From an optimization exercise on the open Yosys and OpenROAD flow, aimed at small area and few clock cycles per item; shortcuts taken in it are not production practice. Function was checked by simulation only, so behaviour that the tests miss may differ from the original.

==> flow/design.v, too long to show whole: its modules and the start of the top module <==
// module stv_mul_inc: 2865 lines
// module stv_mul_dec: 1577 lines
// module stv_s1: 1510 lines
// module stv_sine_rom: 1178 lines
// module stv_fa: 4 lines
// module stv_ha: 4 lines
// module swept_tone_voice: 184 lines
module swept_tone_voice #(
    parameter int SINE_TABLE_BITS = stv_pkg::SINE_TABLE_BITS_DEF,
    parameter int COUNT_BITS      = stv_pkg::COUNT_BITS_DEF
) (
    input  logic        i_clk,
    input  logic        i_rst_n,
    input  logic        s_axis_tvalid,
    output logic        s_axis_tready,
    input  logic [23:0] s_axis_tdata,    
    input  logic [0:0]  s_axis_tuser,    
    output logic        m_axis_tvalid,
    input  logic        m_axis_tready,
    output logic [39:0] m_axis_tdata,    
    output logic [0:0]  m_axis_tuser,    
    input  logic        i_cfg_we,
    input  logic [2:0]  i_cfg_index,
    input  logic [31:0] i_cfg_data
);
  // ...
==> flow/run.sh <==
#!/bin/bash
# synth_recipe.tcl (not shown) runs the flow's synth.tcl, then flattens the netlist and writes it again
# the make line also repeats each setting of config.mk as NAME=value (left out here)
make -C /OpenROAD-flow-scripts/flow DESIGN_CONFIG=/design/flow/config.mk WORK_HOME=/design/flow/orfs CLKGATE_MAP_FILE= SYNTH_SCRIPT=/design/flow/synth_recipe.tcl finish
==> flow/config.mk <==
export PLATFORM = sky130hd
export DESIGN_NAME = swept_tone_voice
export DESIGN_NICKNAME = swept_tone_voice
export VERILOG_FILES = /design/flow/design.v
export SDC_FILE = /design/flow/constraint.sdc
export NUM_CORES = 4
export LEC_CHECK = 0
export CAP_MARGIN = 20
export CORE_MARGIN = 2
export CORE_UTILIZATION = 60
export SLEW_MARGIN = 20
export SYNTH_HIERARCHICAL = 1
export SYNTH_MEMORY_MAX_BITS = 32768
export SYNTH_MINIMUM_KEEP_SIZE = 0
==> flow/constraint.sdc <==
create_clock -name core_clock -period 13.0 [get_ports {i_clk}]
set_input_delay 2.6000 -clock core_clock [delete_from_list [all_inputs] [get_ports {i_clk}]]
set_output_delay 2.6000 -clock core_clock [all_outputs]
set_load 0.01 [all_outputs]
==> impl_metrics.toml, run 1 <==
[synthesis]
ys_seq_area_share_pct = 10.4
synth_common_cells = "nand2_1 (2765), fa_1 (1897), clkbuf_1 (530)"
synth_edf_count = 96
synth-compound-area-share_pct = 11.6
ys_types = 122
yosys.area.top_type = "fa_1"
yosysMostFrequentCell = "nand2_1"

[clock_tree]
ctsResizeCount = 0

[critical_path]
end_kind = "flop"
path_buf_inv = 4
cp.depth = 40
rrSetupSlack_ns = 0.54
slowest_delay_ns = 0.82

[timing]
max_freq_mhz = 80.2
fin_skew_ns = 0.0352
fin_ws_ns = 0.537
finalSetupViolCount = 0

[run_status]
status = "complete, no violations"

[routing]
routed_wl_um = 280000

[layout]
clock_area_share_pct = 1.67
nets = 11200
final_area_sq_mm = 0.0886
instances_no_fill = 10700

[floorplanning]
dieArea_sq_mm = 0.142
rows = 136

[placement]
dp_cells = 10600
Testbench counts, summed over its fixed seeds: cycles 19,442, items 18,162.
==> run 2: changes to the inputs <==
--- a/flow/config.mk
+++ b/flow/config.mk
@@ -8,5 +8,5 @@
 export CAP_MARGIN = 20
 export CORE_MARGIN = 2
-export CORE_UTILIZATION = 60
+export CORE_UTILIZATION = 40
 export SLEW_MARGIN = 20
 export SYNTH_HIERARCHICAL = 1
==> run 2 against run 1 <==
Against the previous run: global-route usage is 13 points lower; largest cell class unchanged; clock skew is 0.024 ns higher; cell area is 1.0% higher; critical path depth is 4 lower; wire length is 2.4% higher; sequential cell count stayed put.
==> impl_metrics.toml, run 2 <==
[critical_path]
reg2reg_depth = 36
r2r-start = "r_mag1[14]"
crit_family = "adder cells"
crit_type = "flop to flop"
critPathArrivalTime_ns = 12.79
crit_path_start_kind = "flop"
rrSetupSlack_ns = 0.61
cp_common_cell = "fa_1"
cp_slowest_cell = "edfxtp_1"
path_buf_inv = 3
cp_max_fo = 14
end_kind = "flop"
r2r-end = "r_pcm2[8]"
slowest_delay_ns = 0.77
cp.required_ns = 13.39

[clock_tree]
clk_pin_slew_ns = 0.08
cts_made_buffers = 46
cts.sinks = 384
cts_tree = "built"
ctsHoldBuffers = 0
cts_buffer_depth = 3
cts_root_buf = "clkbuf_16"
h-tree-depth = 2
clock_latency_ns = 0.68

[run_status]
status = "complete, no violations"

[routing]
via_per_inst = 5.91
ant_nets = 0
drtIter0Drc = 7019
drt-pass1-iter-count = 7
vias = 68700
routed_wl_um = 287000
wl_per_cell_um = 24.7
drcViolationCount = 0

[placement]
preCtsSetupSlack_ns = 0.396
port_buffers = 95
dp_cells = 11500
place_area_sq_mm = 0.0878
gp_congestion = 0.943
hpwl_um = 202000

[synthesis]
synth_area_per_cell_sq_um = 9.35
synth.ff_latch_count = 384
synth_top_area_share_pct = 45.5
yosys_warnings = 8
ys.flop_type = "dfxtp_1"
yosys.area.top_type = "fa_1"
synthCells = 8927
ys_seq_area_share_pct = 10.4
ys_types = 122
synthArstFlopShare_pct = 0
synth_edf_count = 96
synth_common_cells = "nand2_1 (2765), fa_1 (1897), clkbuf_1 (530)"
synthesis.area_sq_mm = 0.0834
yosysMostFrequentCell = "nand2_1"
netlist_top_cells_area = "fa_1 (46%), nand2_1 (12%), dfxtp_1 (6.9%)"

[grt]
antenna_found_initial = 10
grt_first_pass_wirelength_um = 440000
grt_pass1_vias = 73100
overflow = 0
grt_max_degree = 116
grt_usage_pct = 27.0

[timing]
hold_ws_ns = 0.429
layout_worst_path_cycle_share_pct = 95.3
finalCriticalPeriod_ns = 12.39
rsz0062_at_grt = "no"
hold_viol = 0
fin_ws_ns = 0.606
worst_slew_pin_slew_ns = 1.19
fin_skew_ns = 0.0592
finalSetupViolCount = 0
max_freq_mhz = 80.7
slew_headroom_pct = 20.6
slew_violations = 0
setup_tns_ns = 0

[floorplanning]
design.portCount = 108
rows = 167
core_area_sq_mm = 0.207
dieWidth_um = 461
die_y_um = 461
dieArea_sq_mm = 0.212
start_util_pct = 40.3

[layout]
largest_reg_flops = 177
layout_commonest_cell = "nand2_1"
final_cell_mix = "nand2_1 (2762), fa_1 (1897), ha_1 (412)"
top_register = "r_cfg"
nets = 11200
drive_gt1_share_pct = 6.12
instances_no_fill = 11600
top_regs = "r_cfg x177, r_inc x32, r_phase x32"
final_area_sq_mm = 0.0895
postLayoutCoreUtil_pct = 43.2
syn2layout_area_growth_pct = 7.31

[hold_path]
hold_depth = 0
min_to = "r_act2"
holdCritPathClass = "flop to flop"
min-delay-start = "r_act1"

[run]
maxCapViolCount = 0
==> run 2: metal layers <==
metal / track usage, % / up-vias / share of wire [%]
met1: 36.5 / 35100 / 41
met2: 42.6 / 3805 / 45
li1: - / 28900 / -
met3: 5.76 / 768 / 9.8
met4: 9.74 / 16 / 4.2
met5: 0 / - / 0.040
==> run 2: worst max-delay path by stage <==
stage / from / end / cells past startpoint / slack (ns)
after floorplan: s_axis_tuser[0] / r_env[16] / 44 / 0.02
final: r_mag1[14] / r_pcm2[8] / 36 / 0.61
after global routing: r_mag1[16] / r_pcm2[15] / 38 / 0.0009
after CTS: r_mag1[10] / r_pcm2[8] / 39 / 0.51
after global placement: s_axis_tuser[0] / r_env[22] / 35 / 0.41
after detailed placement: s_axis_tuser[0] / r_env[22] / 33 / 0.40
==> run 2: layout make-up <==
cell class / instances / area [sq um]
inverter: 234 / 878
antenna: 2 / 5.00
fill: 20100 / 118000
sequential: 384 / 8650
clock inverter: 22 / 318
multi-input combinational: 7752 / 71800
clock buffer: 63 / 1290
timing repair buffer: 368 / 3090
tap: 2788 / 3490
==> run 2: timing repair <==
action	in CTS	in global routing
resized for setup	0	1
endpoints found under the setup margin	0	3
setup buffers	0	13
==> run 2: cell families (layout without fill, tap and decap cells) <==
| kind of cell | count (synthesis) | after routing | share of synthesized area, % |
|---|---|---|---|
| multiplexers | 95 | 95 | 1.53 |
| other | 5 | 79 | 0.0225 |
| XOR/XNOR | 223 | 223 | 2.34 |
| buffers and inverters | 863 | 687 | 4.11 |
| adder cells (fa/ha/maj) | 2309 | 2309 | 51.7 |
| AO/OA/AOI/OAI | 1401 | 1401 | 11.6 |
| flip-flops | 384 | 384 | 10.4 |
| AND/OR/NAND/NOR | 3647 | 3647 | 18.3 |
==> run 2: worst register-to-register path: cells and delay by family (launching register included) <==
family / cells / cell delay, ns
flip-flops: 1 / 0.77
adder cells (fa/ha/maj): 15 / 7.15
buffers and inverters: 3 / 0.71
XOR/XNOR: 2 / 0.64
AND/OR/NAND/NOR: 6 / 0.68
AO/OA/AOI/OAI: 10 / 2.17
==> run 2: modules after synthesis (local to each module, per instance) <==
module	flip-flops and latches	cells	copies in the design	cell area (sq um)
stv_ha	0	1	36	12.5
stv_mul_dec	0	934	1	4430
stv_fa	0	1	1876	20.0
stv_mul_inc	0	1623	1	7450
stv_sine_rom	0	929	1	6490
swept_tone_voice	384	2485	1	21300
stv_s1	0	1044	1	5790
==> module swept_tone_voice, before the edit <==
module swept_tone_voice #(
    parameter int SINE_TABLE_BITS = stv_pkg::SINE_TABLE_BITS_DEF,
    parameter int COUNT_BITS      = stv_pkg::COUNT_BITS_DEF
) (
    input  logic        i_clk,
    input  logic        i_rst_n,
    input  logic        s_axis_tvalid,
    output logic        s_axis_tready,
    input  logic [23:0] s_axis_tdata,    
    input  logic [0:0]  s_axis_tuser,    
    output logic        m_axis_tvalid,
    input  logic        m_axis_tready,
    output logic [39:0] m_axis_tdata,    
    output logic [0:0]  m_axis_tuser,    
    input  logic        i_cfg_we,
    input  logic [2:0]  i_cfg_index,
    input  logic [31:0] i_cfg_data
);
    stv_pkg::t_cfg r_cfg;
    always_ff @(posedge i_clk) begin
        if (!i_rst_n) begin
            r_cfg.wave_type       <= WAVE_SINE;
            r_cfg.start_increment <= '0;
            r_cfg.sweep_factor    <= SWEEP_RESET;
            r_cfg.attack_samples  <= '0;
            r_cfg.attack_step     <= '0;
            r_cfg.decay_start     <= '0;
            r_cfg.decay_factor    <= DECAY_RESET;
            r_cfg.note_length     <= LENGTH_RESET;
        end else if (i_cfg_we) begin
            case (i_cfg_index)
                REG_WAVE_TYPE:       r_cfg.wave_type       <= i_cfg_data[1:0];
                REG_START_INCREMENT: r_cfg.start_increment <= i_cfg_data[30:0];
                REG_SWEEP_FACTOR:    r_cfg.sweep_factor    <= i_cfg_data;
                REG_ATTACK_SAMPLES:  r_cfg.attack_samples  <= i_cfg_data[19:0];
                REG_ATTACK_STEP:     r_cfg.attack_step     <= i_cfg_data[23:0];
                REG_DECAY_START:     r_cfg.decay_start     <= i_cfg_data[23:0];
                REG_DECAY_FACTOR:    r_cfg.decay_factor    <= i_cfg_data[23:0];
                REG_NOTE_LENGTH:     r_cfg.note_length     <= i_cfg_data[19:0];
                default: ;
            endcase
        end
    end
    logic r_v1, r_v2;
    logic w_ready2, w_ready1, w_accept;
    assign w_ready2      = !r_v2 || m_axis_tready;
    assign w_ready1      = !r_v1 || w_ready2;
    assign s_axis_tready = w_ready1;
    assign w_accept      = s_axis_tvalid && w_ready1;
    logic [31:0] r_phase, r_inc;
    logic [19:0] r_idx;
    logic [23:0] r_env;
    logic        r_note_on;
    logic        w_start, e_on, w_active, w_in_att;
    logic [31:0] e_phase, e_inc, w_phase_new, w_inc_next;
    logic [19:0] e_idx, w_idx_next;
    logic [23:0] e_env, w_env_used, w_env_next, w_dec_next;
    logic [24:0] w_att_sum;
    logic [33:0] w_inc_prod;
    assign w_start = (s_axis_tuser[0] == OP_START);
    always_comb begin
        e_phase  = w_start ? 32'd0 : r_phase;
        e_inc    = w_start ? {1'b0, r_cfg.start_increment} : r_inc;
        e_idx    = w_start ? 20'd0 : r_idx;
        e_env    = w_start ? 24'd0 : r_env;
        e_on     = w_start || r_note_on;
        w_active = e_on && (e_idx < r_cfg.note_length);
        w_in_att = (e_idx < r_cfg.attack_samples);
        w_phase_new = w_start ? {1'b0, r_cfg.start_increment} : (r_phase + r_inc);
        w_att_sum  = {1'b0, e_env} + {1'b0, r_cfg.attack_step};
        if (w_in_att) begin
            w_env_used = e_env;
            w_env_next = w_att_sum[24] ? ENV_MAX : w_att_sum[23:0];
        end else begin
            w_env_used = (e_idx == r_cfg.attack_samples) ? r_cfg.decay_start : e_env;
            w_env_next = w_dec_next;
        end
        w_inc_next = (|w_inc_prod[33:32]) ? 32'hFFFF_FFFF : w_inc_prod[31:0];
        w_idx_next = e_idx + 1'b1;
    end
    stv_mul_inc u_mul_inc (.a(e_inc), .b(r_cfg.sweep_factor), .q(w_inc_prod));
    stv_mul_dec u_mul_dec (.a(w_env_used), .b(r_cfg.decay_factor), .q(w_dec_next));
    always_ff @(posedge i_clk) begin
        if (!i_rst_n) begin
            r_phase   <= '0;
            r_inc     <= '0;
            r_idx     <= '0;
            r_env     <= '0;
            r_note_on <= 1'b0;
        end else if (w_accept) begin
            if (w_active) begin
                r_phase   <= w_phase_new;
                r_inc     <= w_inc_next;
                r_idx     <= w_idx_next;
                r_env     <= w_env_next;
                r_note_on <= (w_idx_next != r_cfg.note_length);
            end else begin
                r_phase   <= e_phase;
                r_inc     <= e_inc;
                r_idx     <= e_idx;
                r_env     <= e_env;
                r_note_on <= 1'b0;
            end
        end
    end
    logic [10:0] w_addr;
    logic [15:0] w_sine;
    logic [16:0] w_ramp, w_mag;
    logic [16:0] w_tri;
    logic        w_neg;
    assign w_addr = w_phase_new[30] ? (11'd1024 - {1'b0, w_phase_new[29:20]})
                                    : {1'b0, w_phase_new[29:20]};
    stv_sine_rom u_rom (.a(w_addr), .q(w_sine));
    assign w_tri  = w_phase_new[31] ? {1'b0, w_phase_new[30:15]}
                                    : ({1'b0, ~w_phase_new[30:15]} + {16'd0, (w_phase_new[14:0] == 15'd0)});
    always_comb begin
        w_ramp = (r_cfg.wave_type == WAVE_SAW) ? w_phase_new[31:15] : w_tri;
        case (r_cfg.wave_type)
            WAVE_SINE: begin
                w_mag = {1'b0, w_sine};
                w_neg = w_phase_new[31];
            end
            WAVE_SQUARE: begin
                w_mag = WAVE_PEAK;
                w_neg = w_phase_new[31];
            end
            default: begin
                w_neg = (w_ramp[16:15] == 2'b00);
                w_mag = w_neg ? ({2'b00, ~w_ramp[14:0]} + 17'd1)
                              : {w_ramp[16:15] - 2'd1, w_ramp[14:0]};
            end
        endcase
    end
    logic        r_act1, r_neg1;
    logic [16:0] r_mag1;
    logic [23:0] r_env1;
    logic [17:0] r_mix1;
    always_ff @(posedge i_clk) begin
        if (!i_rst_n) begin
            r_v1 <= 1'b0;
        end else if (w_ready1) begin
            r_v1 <= s_axis_tvalid;
        end
    end
    always_ff @(posedge i_clk) begin
        if (w_ready1) begin
            r_act1 <= w_active;
            r_neg1 <= w_neg;
            r_mag1 <= w_active ? w_mag : 17'd0;
            r_env1 <= w_env_used;
            r_mix1 <= s_axis_tdata[17:0];
        end
    end
    logic [17:0] w_mix_out;
    logic [15:0] w_pcm;
    stv_s1 u_s1 (
        .i_mag (r_mag1),
        .i_env (r_env1),
        .i_neg (r_neg1),
        .i_mix (r_mix1),
        .o_mix (w_mix_out),
        .o_pcm (w_pcm)
    );
    logic        r_act2;
    logic [17:0] r_mix2;
    logic [15:0] r_pcm2;
    always_ff @(posedge i_clk) begin
        if (!i_rst_n) begin
            r_v2 <= 1'b0;
        end else if (w_ready2) begin
            r_v2 <= r_v1;
        end
    end
    always_ff @(posedge i_clk) begin
        if (w_ready2) begin
            r_mix2 <= w_mix_out;
            r_pcm2 <= w_pcm;
            r_act2 <= r_act1;
        end
    end
    assign m_axis_tvalid = r_v2;
    assign m_axis_tdata  = {6'd0, r_pcm2, r_mix2};
    assign m_axis_tuser  = r_act2;
endmodule
==> run 3: changes to the inputs <==
--- a/flow/design.v
+++ b/flow/design.v
@@ -7235,5 +7235,5 @@
     logic        r_note_on;
     logic        w_start, e_on, w_active, w_in_att;
-    logic [31:0] e_phase, e_inc, w_phase_new, w_inc_next;
+    logic [31:0] e_inc, w_phase_new, w_inc_next;
     logic [19:0] e_idx, w_idx_next;
     logic [23:0] e_env, w_env_used, w_env_next, w_dec_next;
@@ -7242,5 +7242,4 @@
     assign w_start = (s_axis_tuser[0] == OP_START);
     always_comb begin
-        e_phase  = w_start ? 32'd0 : r_phase;
         e_inc    = w_start ? {1'b0, r_cfg.start_increment} : r_inc;
         e_idx    = w_start ? 20'd0 : r_idx;
@@ -7263,25 +7262,19 @@
     stv_mul_inc u_mul_inc (.a(e_inc), .b(r_cfg.sweep_factor), .q(w_inc_prod));
     stv_mul_dec u_mul_dec (.a(w_env_used), .b(r_cfg.decay_factor), .q(w_dec_next));
+    logic w_load;
+    assign w_load = w_accept && (w_active || w_start);
+    always_ff @(posedge i_clk) begin
+        if (w_load) begin
+            r_phase <= w_active ? w_phase_new : 32'd0;
+            r_inc   <= w_active ? w_inc_next : {1'b0, r_cfg.start_increment};
+            r_idx   <= w_active ? w_idx_next : 20'd0;
+            r_env   <= w_active ? w_env_next : 24'd0;
+        end
+    end
     always_ff @(posedge i_clk) begin
         if (!i_rst_n) begin
-            r_phase   <= '0;
-            r_inc     <= '0;
-            r_idx     <= '0;
-            r_env     <= '0;
             r_note_on <= 1'b0;
         end else if (w_accept) begin
-            if (w_active) begin
-                r_phase   <= w_phase_new;
-                r_inc     <= w_inc_next;
-                r_idx     <= w_idx_next;
-                r_env     <= w_env_next;
-                r_note_on <= (w_idx_next != r_cfg.note_length);
-            end else begin
-                r_phase   <= e_phase;
-                r_inc     <= e_inc;
-                r_idx     <= e_idx;
-                r_env     <= e_env;
-                r_note_on <= 1'b0;
-            end
+            r_note_on <= w_active && (w_idx_next != r_cfg.note_length);
         end
     end
@@ -7328,5 +7321,5 @@
         if (w_ready1) begin
             r_act1 <= w_active;
-            r_neg1 <= w_neg;
+            r_neg1 <= w_active && w_neg;
             r_mag1 <= w_active ? w_mag : 17'd0;
             r_env1 <= w_env_used;
==> run 3 against run 2 <==
Against the previous run: non-clock buffer count up 31; sequential share of layout area increased by 1.1 points; maximum frequency is 0.39% lower; setup slack got worse by 0.048 ns; critical path depth increased by 4; cell count fell by 0.55%; sequential cell count is the same; largest cell class unchanged.
==> impl_metrics.toml, run 3 <==
[clock_tree]
cts_made_buffers = 47
clock_latency_ns = 0.67
ctsResizeCount = 0
cts_root_buf = "clkbuf_16"
ctsHoldBuffers = 0
cts_tree = "built"
cts.sinks = 384
h-tree-depth = 2
cts_buffer_depth = 3
post_cts_buffers = 0
clk_pin_slew_ns = 0.06

[routing]
vias = 67900
drt-pass1-iter-count = 7
wl_per_cell_um = 25.1
routed_wl_um = 289000
ant_nets = 0
drtIter0Drc = 6461
via_per_inst = 5.88
drcViolationCount = 0

[floorplanning]
start_util_pct = 40.1
rows = 168
dieWidth_um = 462
die_y_um = 462
dieArea_sq_mm = 0.213
core_area_sq_mm = 0.209
design.portCount = 108

[timing]
finalSetupViolCount = 0
slew_headroom_pct = 18.1
fin_ws_ns = 0.558
layout_worst_path_cycle_share_pct = 95.7
fin_skew_ns = 0.0590
max_freq_mhz = 80.4
slew_violations = 0
setup_tns_ns = 0
hold_viol = 0
finalCriticalPeriod_ns = 12.44
rsz0062_at_grt = "no"
worst_slew_pin_slew_ns = 1.22

[critical_path]
crit_type = "flop to flop"
cp_max_fo = 13
crit_family = "adder cells"
cp_slowest_cell = "edfxtp_1"
slowest_delay_ns = 0.87
critPathArrivalTime_ns = 12.83
cp_common_cell = "fa_1"
end_kind = "flop"
crit_path_start_kind = "flop"
path_buf_inv = 4
cp.required_ns = 13.39

[layout]
top_register = "r_cfg"
final_cell_mix = "nand2_1 (2665), fa_1 (1897), ha_1 (412)"
layout_commonest_cell = "nand2_1"
postLayoutCoreUtil_pct = 43.1
num-fill-cells = 20100
syn2layout_area_growth_pct = 7.57
largest_reg_flops = 177
instances_no_fill = 11500
drive_gt1_share_pct = 6.80
top_regs = "r_cfg x177, r_inc x32, r_phase x32"
nets = 11100

[placement]
preCtsSetupSlack_ns = 0.335
port_buffers = 95
gp_congestion = 0.944
hpwl_um = 208000
dp_cells = 11500

[grt]
grt_first_pass_wirelength_um = 442000
grt_usage_pct = 27.2
grt_pass1_vias = 72600
overflow = 0
grt_max_degree = 101
antenna_found_initial = 7

[hold_path]
holdCritPathClass = "flop to flop"

[run]
maxCapViolCount = 0

[synthesis]
yosysMostFrequentCell = "nand2_1"
synthesis.area_sq_mm = 0.0838
synthArstFlopShare_pct = 0
synthCells = 8797
ys_seq_area_share_pct = 11.6
ys.flop_type = "edfxtp_1"
synth_area_per_cell_sq_um = 9.53
netlist_top_cells_area = "fa_1 (45%), nand2_1 (12%), edfxtp_1 (7.3%)"
synth_top_area_share_pct = 45.3
synth_common_cells = "nand2_1 (2666), fa_1 (1897), clkbuf_1 (512)"
yosys_warnings = 8
synth.ff_latch_count = 384
yosys.area.top_type = "fa_1"
synth_edf_count = 204
ys_types = 140

[run_status]
status = "complete, no violations"
run 3: cell count changes in the layout (fill, tap and decap cells not counted), moves of 20 or more:
cell      before   now
edfxtp_1      96   204
dfxtp_1      286   179
nand2_1     2762  2665
nor2_1       226   311
o221ai_1      59     1
a21boi_0     199   159
nor3_1        83   119
nor2b_1       85    51
buf_4        267   299
a22oi_1       28     8
run 3: worst min-delay path, cell delays in order, from the launching register on:
cell      delay, ns
dfxtp_1        0.31
nand2_1        0.05
a21boi_0       0.06
run 3: path summary, 6_finish.rpt:
path	start	end	slack (ns)	depth (start not counted)
max	r_env1[16]	r_pcm2[13]	0.56	40
min	r_cfg[99]	r_cfg[99]	0.47	2
max reg2reg	r_env1[16]	r_pcm2[13]	0.56	40
min reg2reg	r_cfg[99]	r_cfg[99]	0.47	2
run 3: kinds of logic after synthesis:
family | count (synthesis) | synth area share [%]
muxes | 94 | 1.52
adders and majority gates | 2309 | 51.5
and+or+nand+nor | 3614 | 18.0
xor gates and xnor gates | 233 | 2.44
other | 5 | 0.0224
DFF | 384 | 11.6
buffers and inverters | 851 | 4.09
AOI/OAI and AO/OA | 1307 | 10.8
run 3: area by class of cell:
class	instances	area [sq um]	area share, %
tap	2805	3510	3.89
sequential	384	9730	10.8
inverter	236	886	0.983
multi-input combinational	7634	71100	78.8
clock buffer	64	1310	1.45
clock inverter	24	314	0.348
timing repair buffer	399	3310	3.67
antenna	3	7.51	0.00833
run 3: per-layer routing:
metal | vias to the layer above | GRT usage, % | wire length (um)
met4 | 6 | 10.7 | 12600
met2 | 3622 | 44.2 | 136000
li1 | 28500 | - | -
met1 | 35000 | 35.7 | 114000
met3 | 723 | 5.45 | 26500
met5 | - | 0 | 41
run 3: through the flow:
step                      instance area, sq um  hold slack, ns
after global routing                     90100           0.491
after CTS                                90100           0.466
after floorplan                          84100           0.400
after global placement                   88500           0.450
after detailed placement                 88500           0.456
final                                    90100           0.466
run 3: Yosys stat by module (local to each module, per instance):
module | cells inside | area, sq um | flops+latches
stv_mul_dec | 934 | 4430 | 0
stv_fa | 1 | 20.0 | 0
stv_mul_inc | 1623 | 7450 | 0
stv_ha | 1 | 12.5 | 0
stv_sine_rom | 929 | 6490 | 0
stv_s1 | 1044 | 5790 | 0
swept_tone_voice | 2355 | 21600 | 384
Testbench counts of run 3, summed over its fixed seeds: cycles 19,442, items 18,162.
==> run 4: changes to the inputs <==
--- a/flow/design.v
+++ b/flow/design.v
@@ -5994,4 +5994,318 @@
     assign o_pcm = w_over ? 16'd30000 : w_under ? -16'sd30000 : w_p[30:15];
 endmodule
+module stv_add24 (input logic [23:0] a, input logic [23:0] b, output logic [24:0] s);
+    logic k1;
+    logic k2;
+    logic k3;
+    logic k4;
+    logic k5;
+    logic k6;
+    logic k7;
+    logic k8;
+    logic k9;
+    logic k10;
+    logic k11;
+    logic k12;
+    logic k13;
+    logic k14;
+    logic k15;
+    logic k16;
+    logic k17;
+    logic k18;
+    logic k19;
+    logic k20;
+    logic k21;
+    logic k22;
+    logic k23;
+    logic k24;
+    logic k25;
+    logic k26;
+    logic k27;
+    logic k28;
+    logic k29;
+    logic k30;
+    logic k31;
+    logic k32;
+    logic k33;
+    logic k34;
+    logic k35;
+    logic k36;
+    logic k37;
+    logic k38;
+    logic k39;
+    logic k40;
+    logic k41;
+    logic k42;
+    logic k43;
+    logic k44;
+    logic k45;
+    logic k46;
+    logic k47;
+    logic k48;
+    logic k49;
+    logic k50;
+    logic k51;
+    logic k52;
+    logic k53;
+    logic k54;
+    logic k55;
+    logic k56;
+    logic k57;
+    logic k58;
+    logic k59;
+    logic k60;
+    logic k61;
+    logic k62;
+    logic k63;
+    logic k64;
+    logic k65;
+    logic k66;
+    logic k67;
+    logic k68;
+    logic k69;
+    logic k70;
+    logic k71;
+    logic k72;
+    logic k73;
+    logic k74;
+    logic k75;
+    logic k76;
+    logic k77;
+    logic k78;
+    logic k79;
+    logic k80;
+    logic k81;
+    logic k82;
+    logic k83;
+    logic k84;
+    logic k85;
+    logic k86;
+    logic k87;
+    logic k88;
+    logic k89;
+    logic k90;
+    logic k91;
+    logic k92;
+    logic k93;
+    logic k94;
+    logic k95;
+    logic k96;
+    logic k97;
+    logic k98;
+    logic k99;
+    logic k100;
+    logic k101;
+    logic k102;
+    logic k103;
+    logic k104;
+    logic k105;
+    logic k106;
+    logic k107;
+    logic k108;
+    logic k109;
+    logic k110;
+    logic k111;
+    logic k112;
+    logic k113;
+    logic k114;
+    logic k115;
+    logic k116;
+    logic k117;
+    logic k118;
+    logic k119;
+    logic k120;
+    logic k121;
+    logic k122;
+    logic k123;
+    logic k124;
+    logic k125;
+    logic k126;
+    logic k127;
+    logic k128;
+    logic k129;
+    logic k130;
+    logic k131;
+    logic k132;
+    logic k133;
+    logic k134;
+    logic k135;
+    logic k136;
+    logic k137;
+    logic k138;
+    logic k139;
+    logic k140;
+    logic k141;
+    logic k142;
+    logic k143;
+    logic k144;
+    logic k145;
+    logic k146;
+    logic k147;
+    logic k148;
+    logic k149;
+    logic k150;
+    logic k151;
+    logic k152;
+    logic k153;
+    assign k1 = a[0] & b[0];
+    assign k2 = a[0] ^ b[0];
+    assign k3 = a[1] & b[1];
+    assign k4 = a[1] ^ b[1];
+    assign k5 = a[2] & b[2];
+    assign k6 = a[2] ^ b[2];
+    assign k7 = a[3] & b[3];
+    assign k8 = a[3] ^ b[3];
+    assign k9 = a[4] & b[4];
+    assign k10 = a[4] ^ b[4];
+    assign k11 = a[5] & b[5];
+    assign k12 = a[5] ^ b[5];
+    assign k13 = a[6] & b[6];
+    assign k14 = a[6] ^ b[6];
+    assign k15 = a[7] & b[7];
+    assign k16 = a[7] ^ b[7];
+    assign k17 = a[8] & b[8];
+    assign k18 = a[8] ^ b[8];
+    assign k19 = a[9] & b[9];
+    assign k20 = a[9] ^ b[9];
+    assign k21 = a[10] & b[10];
+    assign k22 = a[10] ^ b[10];
+    assign k23 = a[11] & b[11];
+    assign k24 = a[11] ^ b[11];
+    assign k25 = a[12] & b[12];
+    assign k26 = a[12] ^ b[12];
+    assign k27 = a[13] & b[13];
+    assign k28 = a[13] ^ b[13];
+    assign k29 = a[14] & b[14];
+    assign k30 = a[14] ^ b[14];
+    assign k31 = a[15] & b[15];
+    assign k32 = a[15] ^ b[15];
+    assign k33 = a[16] & b[16];
+    assign k34 = a[16] ^ b[16];
+    assign k35 = a[17] & b[17];
+    assign k36 = a[17] ^ b[17];
+    assign k37 = a[18] & b[18];
+    assign k38 = a[18] ^ b[18];
+    assign k39 = a[19] & b[19];
+    assign k40 = a[19] ^ b[19];
+    assign k41 = a[20] & b[20];
+    assign k42 = a[20] ^ b[20];
+    assign k43 = a[21] & b[21];
+    assign k44 = a[21] ^ b[21];
+    assign k45 = a[22] & b[22];
+    assign k46 = a[22] ^ b[22];
+    assign k47 = a[23] & b[23];
+    assign k48 = a[23] ^ b[23];
+    assign k49 = k3 | (k4 & k1);
+    assign k50 = k4 & k2;
+    assign k51 = k7 | (k8 & k5);
+    assign k52 = k8 & k6;
+    assign k53 = k11 | (k12 & k9);
+    assign k54 = k12 & k10;
+    assign k55 = k15 | (k16 & k13);
+    assign k56 = k16 & k14;
+    assign k57 = k19 | (k20 & k17);
+    assign k58 = k20 & k18;
+    assign k59 = k23 | (k24 & k21);
+    assign k60 = k24 & k22;
+    assign k61 = k27 | (k28 & k25);
+    assign k62 = k28 & k26;
+    assign k63 = k31 | (k32 & k29);
+    assign k64 = k32 & k30;
+    assign k65 = k35 | (k36 & k33);
+    assign k66 = k36 & k34;
+    assign k67 = k39 | (k40 & k37);
+    assign k68 = k40 & k38;
+    assign k69 = k43 | (k44 & k41);
+    assign k70 = k44 & k42;
+    assign k71 = k47 | (k48 & k45);
+    assign k72 = k48 & k46;
+    assign k73 = k51 | (k52 & k49);
+    assign k74 = k52 & k50;
+    assign k75 = k55 | (k56 & k53);
+    assign k76 = k56 & k54;
+    assign k77 = k59 | (k60 & k57);
+    assign k78 = k60 & k58;
+    assign k79 = k63 | (k64 & k61);
+    assign k80 = k64 & k62;
+    assign k81 = k67 | (k68 & k65);
+    assign k82 = k68 & k66;
+    assign k83 = k71 | (k72 & k69);
+    assign k84 = k72 & k70;
+    assign k85 = k75 | (k76 & k73);
+    assign k86 = k76 & k74;
+    assign k87 = k79 | (k80 & k77);
+    assign k88 = k80 & k78;
+    assign k89 = k83 | (k84 & k81);
+    assign k90 = k84 & k82;
+    assign k91 = k87 | (k88 & k85);
+    assign k92 = k88 & k86;
+    assign k93 = k89 | (k90 & k91);
+    assign k94 = k90 & k92;
+    assign k95 = k77 | (k78 & k85);
+    assign k96 = k78 & k86;
+    assign k97 = k81 | (k82 & k91);
+    assign k98 = k82 & k92;
+    assign k99 = k53 | (k54 & k73);
+    assign k100 = k54 & k74;
+    assign k101 = k57 | (k58 & k85);
+    assign k102 = k58 & k86;
+    assign k103 = k61 | (k62 & k95);
+    assign k104 = k62 & k96;
+    assign k105 = k65 | (k66 & k91);
+    assign k106 = k66 & k92;
+    assign k107 = k69 | (k70 & k97);
+    assign k108 = k70 & k98;
+    assign k109 = k5 | (k6 & k49);
+    assign k110 = k6 & k50;
+    assign k111 = k9 | (k10 & k73);
+    assign k112 = k10 & k74;
+    assign k113 = k13 | (k14 & k99);
+    assign k114 = k14 & k100;
+    assign k115 = k17 | (k18 & k85);
+    assign k116 = k18 & k86;
+    assign k117 = k21 | (k22 & k101);
+    assign k118 = k22 & k102;
+    assign k119 = k25 | (k26 & k95);
+    assign k120 = k26 & k96;
+    assign k121 = k29 | (k30 & k103);
+    assign k122 = k30 & k104;
+    assign k123 = k33 | (k34 & k91);
+    assign k124 = k34 & k92;
+    assign k125 = k37 | (k38 & k105);
+    assign k126 = k38 & k106;
+    assign k127 = k41 | (k42 & k97);
+    assign k128 = k42 & k98;
+    assign k129 = k45 | (k46 & k107);
+    assign k130 = k46 & k108;
+    assign k131 = k4 ^ k1;
+    assign k132 = k6 ^ k49;
+    assign k133 = k8 ^ k109;
+    assign k134 = k10 ^ k73;
+    assign k135 = k12 ^ k111;
+    assign k136 = k14 ^ k99;
+    assign k137 = k16 ^ k113;
+    assign k138 = k18 ^ k85;
+    assign k139 = k20 ^ k115;
+    assign k140 = k22 ^ k101;
+    assign k141 = k24 ^ k117;
+    assign k142 = k26 ^ k95;
+    assign k143 = k28 ^ k119;
+    assign k144 = k30 ^ k103;
+    assign k145 = k32 ^ k121;
+    assign k146 = k34 ^ k91;
+    assign k147 = k36 ^ k123;
+    assign k148 = k38 ^ k105;
+    assign k149 = k40 ^ k125;
+    assign k150 = k42 ^ k97;
+    assign k151 = k44 ^ k127;
+    assign k152 = k46 ^ k107;
+    assign k153 = k48 ^ k129;
+    assign s = {k93, {k153, k152, k151, k150, k149, k148, k147, k146, k145, k144, k143, k142, k141, k140, k139, k138, k137, k136, k135, k134, k133, k132, k131, k2}};
+endmodule
+module stv_cfg_data (input logic [31:0] i_data, input logic i_rst_n,
+                     output logic [31:0] o_d0, output logic [31:0] o_d1);
+    assign o_d0 = i_data & {32{i_rst_n}};
+    assign o_d1 = i_data | {32{~i_rst_n}};
+endmodule
 module stv_sine_rom (input logic [10:0] a, output logic [15:0] q);
     logic [15:0] w_base;
@@ -7200,27 +7514,19 @@
 );
     stv_pkg::t_cfg r_cfg;
+    logic [31:0] w_cfg_d0, w_cfg_d1;
+    logic [7:0]  w_cfg_en;
+    stv_cfg_data u_cfg_data (.i_data(i_cfg_data), .i_rst_n(i_rst_n), .o_d0(w_cfg_d0), .o_d1(w_cfg_d1));
+    always_comb begin
+        for (int k = 0; k < 8; k++) w_cfg_en[k] = !i_rst_n || (i_cfg_we && (i_cfg_index == 3'(k)));
+    end
     always_ff @(posedge i_clk) begin
-        if (!i_rst_n) begin
-            r_cfg.wave_type       <= WAVE_SINE;
-            r_cfg.start_increment <= '0;
-            r_cfg.sweep_factor    <= SWEEP_RESET;
-            r_cfg.attack_samples  <= '0;
-            r_cfg.attack_step     <= '0;
-            r_cfg.decay_start     <= '0;
-            r_cfg.decay_factor    <= DECAY_RESET;
-            r_cfg.note_length     <= LENGTH_RESET;
-        end else if (i_cfg_we) begin
-            case (i_cfg_index)
-                REG_WAVE_TYPE:       r_cfg.wave_type       <= i_cfg_data[1:0];
-                REG_START_INCREMENT: r_cfg.start_increment <= i_cfg_data[30:0];
-                REG_SWEEP_FACTOR:    r_cfg.sweep_factor    <= i_cfg_data;
-                REG_ATTACK_SAMPLES:  r_cfg.attack_samples  <= i_cfg_data[19:0];
-                REG_ATTACK_STEP:     r_cfg.attack_step     <= i_cfg_data[23:0];
-                REG_DECAY_START:     r_cfg.decay_start     <= i_cfg_data[23:0];
-                REG_DECAY_FACTOR:    r_cfg.decay_factor    <= i_cfg_data[23:0];
-                REG_NOTE_LENGTH:     r_cfg.note_length     <= i_cfg_data[19:0];
-                default: ;
-            endcase
-        end
+        if (w_cfg_en[REG_WAVE_TYPE])       r_cfg.wave_type       <= w_cfg_d0[1:0];
+        if (w_cfg_en[REG_START_INCREMENT]) r_cfg.start_increment <= w_cfg_d0[30:0];
+        if (w_cfg_en[REG_SWEEP_FACTOR])    r_cfg.sweep_factor    <= {w_cfg_d0[31], w_cfg_d1[30], w_cfg_d0[29:0]};
+        if (w_cfg_en[REG_ATTACK_SAMPLES])  r_cfg.attack_samples  <= w_cfg_d0[19:0];
+        if (w_cfg_en[REG_ATTACK_STEP])     r_cfg.attack_step     <= w_cfg_d0[23:0];
+        if (w_cfg_en[REG_DECAY_START])     r_cfg.decay_start     <= w_cfg_d0[23:0];
+        if (w_cfg_en[REG_DECAY_FACTOR])    r_cfg.decay_factor    <= w_cfg_d1[23:0];
+        if (w_cfg_en[REG_NOTE_LENGTH])     r_cfg.note_length     <= {w_cfg_d0[19:1], w_cfg_d1[0]};
     end
     logic r_v1, r_v2;
@@ -7234,29 +7540,36 @@
     logic [23:0] r_env;
     logic        r_note_on;
-    logic        w_start, e_on, w_active, w_in_att;
+    logic        w_start, w_active, w_in_att, w_at_att, w_not_end;
     logic [31:0] e_inc, w_phase_new, w_inc_next;
-    logic [19:0] e_idx, w_idx_next;
-    logic [23:0] e_env, w_env_used, w_env_next, w_dec_next;
-    logic [24:0] w_att_sum;
+    logic [19:0] w_idx_inc, w_idx_next;
+    logic [23:0] e_env, w_env_used, w_env_next, w_dec_next, w_att_next;
+    logic [24:0] w_att_sum, w_att_r;
     logic [33:0] w_inc_prod;
     assign w_start = (s_axis_tuser[0] == OP_START);
+    assign w_idx_inc = r_idx + 1'b1;
+    stv_add24 u_att_add (.a(r_env), .b(r_cfg.attack_step), .s(w_att_r));
     always_comb begin
-        e_inc    = w_start ? {1'b0, r_cfg.start_increment} : r_inc;
-        e_idx    = w_start ? 20'd0 : r_idx;
-        e_env    = w_start ? 24'd0 : r_env;
-        e_on     = w_start || r_note_on;
-        w_active = e_on && (e_idx < r_cfg.note_length);
-        w_in_att = (e_idx < r_cfg.attack_samples);
-        w_phase_new = w_start ? {1'b0, r_cfg.start_increment} : (r_phase + r_inc);
-        w_att_sum  = {1'b0, e_env} + {1'b0, r_cfg.attack_step};
-        if (w_in_att) begin
-            w_env_used = e_env;
-            w_env_next = w_att_sum[24] ? ENV_MAX : w_att_sum[23:0];
+        if (w_start) begin
+            w_active  = (r_cfg.note_length != 20'd0);
+            w_in_att  = (r_cfg.attack_samples != 20'd0);
+            w_at_att  = (r_cfg.attack_samples == 20'd0);
+            w_not_end = (r_cfg.note_length != 20'd1);
+            w_idx_next = 20'd1;
+            w_att_sum = {1'b0, r_cfg.attack_step};
         end else begin
-            w_env_used = (e_idx == r_cfg.attack_samples) ? r_cfg.decay_start : e_env;
-            w_env_next = w_dec_next;
+            w_active  = r_note_on && (r_idx < r_cfg.note_length);
+            w_in_att  = (r_idx < r_cfg.attack_samples);
+            w_at_att  = (r_idx == r_cfg.attack_samples);
+            w_not_end = (w_idx_inc != r_cfg.note_length);
+            w_idx_next = w_idx_inc;
+            w_att_sum = w_att_r;
         end
-        w_inc_next = (|w_inc_prod[33:32]) ? 32'hFFFF_FFFF : w_inc_prod[31:0];
-        w_idx_next = e_idx + 1'b1;
+        e_inc   = w_start ? {1'b0, r_cfg.start_increment} : r_inc;
+        e_env   = w_start ? 24'd0 : r_env;
+        w_phase_new = w_start ? {1'b0, r_cfg.start_increment} : (r_phase + r_inc);
+        w_att_next  = w_att_sum[24] ? ENV_MAX : w_att_sum[23:0];
+        w_env_used  = (!w_in_att && w_at_att) ? r_cfg.decay_start : e_env;
+        w_env_next  = w_in_att ? w_att_next : w_dec_next;
+        w_inc_next  = (|w_inc_prod[33:32]) ? 32'hFFFF_FFFF : w_inc_prod[31:0];
     end
     stv_mul_inc u_mul_inc (.a(e_inc), .b(r_cfg.sweep_factor), .q(w_inc_prod));
@@ -7276,5 +7589,5 @@
             r_note_on <= 1'b0;
         end else if (w_accept) begin
-            r_note_on <= w_active && (w_idx_next != r_cfg.note_length);
+            r_note_on <= w_active && w_not_end;
         end
     end
--- a/flow/config.mk
+++ b/flow/config.mk
@@ -9,4 +9,6 @@
 export CORE_MARGIN = 2
 export CORE_UTILIZATION = 40
+export CTS_CLUSTER_DIAMETER = 80
+export CTS_CLUSTER_SIZE = 30
 export SLEW_MARGIN = 20
 export SYNTH_HIERARCHICAL = 1
==> run 4 against run 3 <==
Against the previous run: wire length decreased by 4.5%; global-route usage decreased by 0.93 points; highest routed layer unchanged; non-clock buffer count increased by 23; synthesized cell count decreased by 5.4%; utilization about the same; die area decreased by 1.1%; count of clock-buffer cells in the layout decreased by 35.
==> impl_metrics.toml, run 4 <==
[layout]
num-fill-cells = 19600
antennaDiodeCount = 0
top_register = "r_cfg"
syn2layout_area_growth_pct = 7.58
drive_gt1_share_pct = 6.87
nets = 10600
top_regs = "r_cfg x177, r_inc x32, r_phase x32"
postLayoutCoreUtil_pct = 43.2
largest_reg_flops = 177
layout_commonest_cell = "nand2_1"
final_cell_mix = "nand2_1 (2366), fa_1 (1907), ha_1 (410)"

[synthesis]
synthesis.area_sq_mm = 0.0828
synth_area_per_cell_sq_um = 9.96
synthCells = 8322
yosys_warnings = 8

[routing]
ant_nets = 0
wl_per_cell_um = 25.2
drtIter0Drc = 6374
via_per_inst = 5.93
vias = 65100
routed_wl_um = 276000
drcViolationCount = 0
drt-pass1-iter-count = 6

[placement]
hpwl_um = 199000
port_buffers = 95
gp_congestion = 0.957
preCtsSetupSlack_ns = 0.249

[timing]
finalCriticalPeriod_ns = 12.41
rsz0062_at_grt = "no"
max_freq_mhz = 80.6
setup_tns_ns = 0
hold_viol = 0
finalSetupViolCount = 0
layout_worst_path_cycle_share_pct = 95.4
fin_skew_ns = 0.0731
slew_headroom_pct = 18.9
fin_ws_ns = 0.593
worst_slew_pin_slew_ns = 1.22
slew_violations = 0

[grt]
grt_usage_pct = 26.3
antenna_found_initial = 5
overflow = 0
grt_pass1_vias = 70400
grt_max_degree = 88
grt_first_pass_wirelength_um = 425000

[clock_tree]
clk_pin_slew_ns = 0.10
cts_buffer_depth = 3
clock_latency_ns = 0.70
h-tree-depth = 1
cts.sinks = 384
cts_tree = "built"
cts_root_buf = "clkbuf_16"
ctsHoldBuffers = 0
cts_made_buffers = 29

[floorplanning]
start_util_pct = 40.1
core_area_sq_mm = 0.206
die_y_um = 459
design.portCount = 108
dieWidth_um = 459
rows = 167
dieArea_sq_mm = 0.211

[run_status]
status = "complete, no violations"

[hold_path]
holdCritPathClass = "flop to flop"

[critical_path]
critPathArrivalTime_ns = 12.78
crit_path_start_kind = "flop"
cp_max_fo = 4
slowest_delay_ns = 0.57
cp_common_cell = "fa_1"
cp_slowest_cell = "fa_1"
crit_type = "flop to flop"
end_kind = "flop"
cp.required_ns = 13.37

[run]
maxCapViolCount = 0
run 4: cell types whose count changed in the layout (fill, tap and decap cells not counted), moves of 14 or more:
cell and change:
and2_1 -19, nor3_1 -49, nand2_1 -299, mux2_2 -26, nand2b_1 +48, o21ai_0 +46
inv_1 +42, a21o_1 -14, o221ai_1 +35, a21boi_0 -145, clkbuf_16 -19, dfxtp_1 -176
o21ai_2 +27, edfxtp_1 +177
run 4: through the flow:
step                instance area, sq um  hold slack (ns)  cells
floorplan                          83100            0.400   8394
global placement                   87500            0.499  10900
detailed placement                 87500            0.516  10900
global route                       89100            0.554  11000
finish                             89100            0.536  11000
CTS                                88600            0.541  10900
run 4: worst paths after layout:
kind              startpoint    endpoint  slack, ns  depth (start not counted)
setup / recovery  r_mag1[16]  r_pcm2[15]       0.59                         41
hold / removal     r_note_on   r_note_on       0.54                          2
setup reg to reg  r_mag1[16]  r_pcm2[15]       0.59                         41
hold reg to reg    r_note_on   r_note_on       0.54                          2
run 4: final cells by class:
cell class | count | area [sq um] | share of cell area (%)
repair buffers | 422 | 3700 | 4.15
flip-flops and latches | 384 | 11500 | 12.9
multi-input cells | 7135 | 68400 | 76.7
clock buffers | 29 | 726 | 0.814
inverters | 274 | 1030 | 1.15
clock inverters | 24 | 444 | 0.498
well taps | 2704 | 3380 | 3.80
run 4: timing repair:
action	CTS	global route
buffers inserted	0	35
gates resized for setup	0	12
endpoints found under the setup margin	0	11
run 4: layer usage:
| metal | routed length [um] | global-route usage (%) |
|---|---|---|
| met1 | 107000 | 34.0 |
| met2 | 131000 | 43.4 |
| met3 | 24600 | 4.81 |
| met4 | 13400 | 11.0 |
| met5 | 47 | 0 |
run 4: worst max-delay path, delay by kind of cell (launching register included):
family,cells,cell delay (ns)
fa+ha+maj,14,6.77
compound gates,13,2.56
buf+inv,7,0.90
simple gates,4,0.82
xor+xnor,2,0.42
flops,1,0.34
mux,1,0.30
Testbench counts of run 4, summed over its fixed seeds: cycles 19,442, items 18,162.
==> run 5: changes to the inputs <==
--- a/flow/config.mk
+++ b/flow/config.mk
@@ -9,6 +9,4 @@
 export CORE_MARGIN = 2
 export CORE_UTILIZATION = 40
-export CTS_CLUSTER_DIAMETER = 80
-export CTS_CLUSTER_SIZE = 30
 export SLEW_MARGIN = 20
 export SYNTH_HIERARCHICAL = 1
==> run 5 against run 4 <==
Against the previous run: still clean on timing, DRC and antenna; setup slack improved by 0.044 ns; via count increased by 0.26%; register-to-register slack improved by 0.04 ns; non-clock buffer count unchanged; clock skew decreased by 0.0033 ns; synthesized area unchanged; largest cell class unchanged.
==> impl_metrics.toml, run 5 <==
[layout]
multiInputGateArea_sq_mm = 0.0684
register_area_sq_mm = 0.0115
num-fill-cells = 19600
nets = 10600
largest_reg_flops = 177
final_cell_mix = "nand2_1 (2366), fa_1 (1907), ha_1 (410)"
layout_commonest_cell = "nand2_1"
top_regs = "r_cfg x177, r_inc x32, r_phase x32"
drive_gt1_share_pct = 7.07
top_register = "r_cfg"
syn2layout_area_growth_pct = 8.06

[grt]
overflow = 0
antenna_found_initial = 5
grt_max_degree = 88
grt_usage_pct = 26.4
grt_pass1_vias = 70600
grt_first_pass_wirelength_um = 427000

[floorplanning]
design.portCount = 108
die_y_um = 459
dieWidth_um = 459
rows = 167
core_area_sq_mm = 0.206
dieArea_sq_mm = 0.211
start_util_pct = 40.1

[timing]
rsz0062_at_grt = "no"
slew_headroom_pct = 17.9
finalCriticalPeriod_ns = 12.36
setup_tns_ns = 0
layout_worst_path_cycle_share_pct = 95.1
max_freq_mhz = 80.9
fin_ws_ns = 0.637
hold_viol = 0
worst_slew_pin_slew_ns = 1.23
slew_violations = 0
fin_skew_ns = 0.0698
finalSetupViolCount = 0

[critical_path]
end_kind = "flop"
cp.required_ns = 13.32
cp_slowest_cell = "fa_1"
crit_family = "adder cells"
crit_type = "flop to flop"
critPathArrivalTime_ns = 12.69
cp_common_cell = "fa_1"
path_buf_inv = 7
cp_max_fo = 4
crit_path_start_kind = "flop"
slowest_delay_ns = 0.57

[placement]
port_buffers = 95
hpwl_um = 199000
preCtsSetupSlack_ns = 0.249
gp_congestion = 0.957

[hold_path]
holdCritPathClass = "flop to flop"

[clock_tree]
cts_made_buffers = 46
clk_pin_slew_ns = 0.06
h-tree-depth = 2
clock_latency_ns = 0.68
cts_tree = "built"
cts_buffer_depth = 3
cts_root_buf = "clkbuf_16"
cts.sinks = 384

[routing]
routed_wl_um = 277000
drt-pass1-iter-count = 6
via_per_inst = 5.93
drtIter0Drc = 6227
vias = 65200
wl_per_cell_um = 25.2
ant_nets = 0
drcViolationCount = 0

[synthesis]
synthesis.area_sq_mm = 0.0828
synth_area_per_cell_sq_um = 9.96
synthCells = 8322
yosys_warnings = 8

[run]
maxCapViolCount = 0

[run_status]
status = "complete, no violations"
==> run 5: tightest hold or removal path, delay by kind of cell, from the launching register on <==
| family | cells | cell delay, ns |
|---|---|---|
| simple gates | 1 | 0.09 |
| compound gates | 1 | 0.07 |
| flops | 1 | 0.34 |
==> run 5: layout make-up <==
class / count / area share, %
clock buffer: 47 / 1.29
multi-input combinational: 7135 / 76.3
inverter: 274 / 1.15
timing repair buffer: 422 / 4.11
sequential: 384 / 12.8
tap: 2704 / 3.78
antenna: 3 / 0.00839
clock inverter: 37 / 0.471
==> run 5: worst paths after layout <==
check / start / to / slack, ns / cells after the start
min reg2reg: r_note_on / r_note_on / 0.53 / 2
max: r_mag1[16] / r_pcm2[15] / 0.64 / 41
max reg2reg: r_mag1[16] / r_pcm2[15] / 0.64 / 41
min: r_note_on / r_note_on / 0.53 / 2
==> run 5: timing repair <==
action | 4_1_cts | 5_1_grt
buffers inserted | 0 | 36
resized for setup | 0 | 12
hold buffers | 0 | 0
endpoints found under the setup margin | 0 | 11
==> run 5: metal layers <==
metal  global-route usage, %  wire length (um)  part of all wire, %  vias up
met4                    11.3             13100                  4.7        4
met3                    5.16             24900                  9.0      784
met2                    43.4            132000                   48     3603
met1                    34.0            107000                   39    33700
li1                        -                 -                    -    27100
met5                       0                27               0.0097        -
==> run 5: through the flow <==
step,instance area [sq um],cells,hold slack [ns],utilization (%)
after global placement,87500,10900,0.499,42.4
after global routing,89500,11000,0.547,43.4
after floorplan,83100,8394,0.400,-
final,89500,11000,0.532,43.4
after detailed placement,87500,10900,0.516,42.4
after CTS,89000,11000,0.530,43.1

## static timing again, ports no longer ideal
In the flow no input, the clock included, has a driving cell. The finished layouts below were timed again as built, in two steps.
Step 1, drivers: a clkbuf_16 drives i_clk and a buf_2 each remaining input, both assumed.
Step 2, shift: input delay + t, output delay - t, t = (earliest + latest rising clock arrival at the registers) / 2. This alone moves slack from input paths to output paths.
a / b / c = ideal ports / drivers / drivers and shift; a / b = the first two.
run	t, ns	slack for setup (ns)	hold slack, ns
run 1	0.677	0.537 / 0.537 / 0.115	0.430 / 0.430 / 0.430
run 2	0.732	0.606 / 0.606 / -0.074	0.429 / 0.429 / 0.429
run 3	0.714	0.558 / 0.558 / -0.049	0.466 / 0.466 / 0.466
run 4	0.741	0.593 / 0.593 / 0.397	0.536 / 0.536 / 0.536
run 5	0.715	0.637 / 0.637 / 0.517	0.532 / 0.532 / 0.532
With both steps, setup timing fails in run 2 and run 3, where it was met with ideal ports. The setup slack of run 2, which loses most, moves by 0.000 ns with the drivers and by -0.680 ns with both steps.
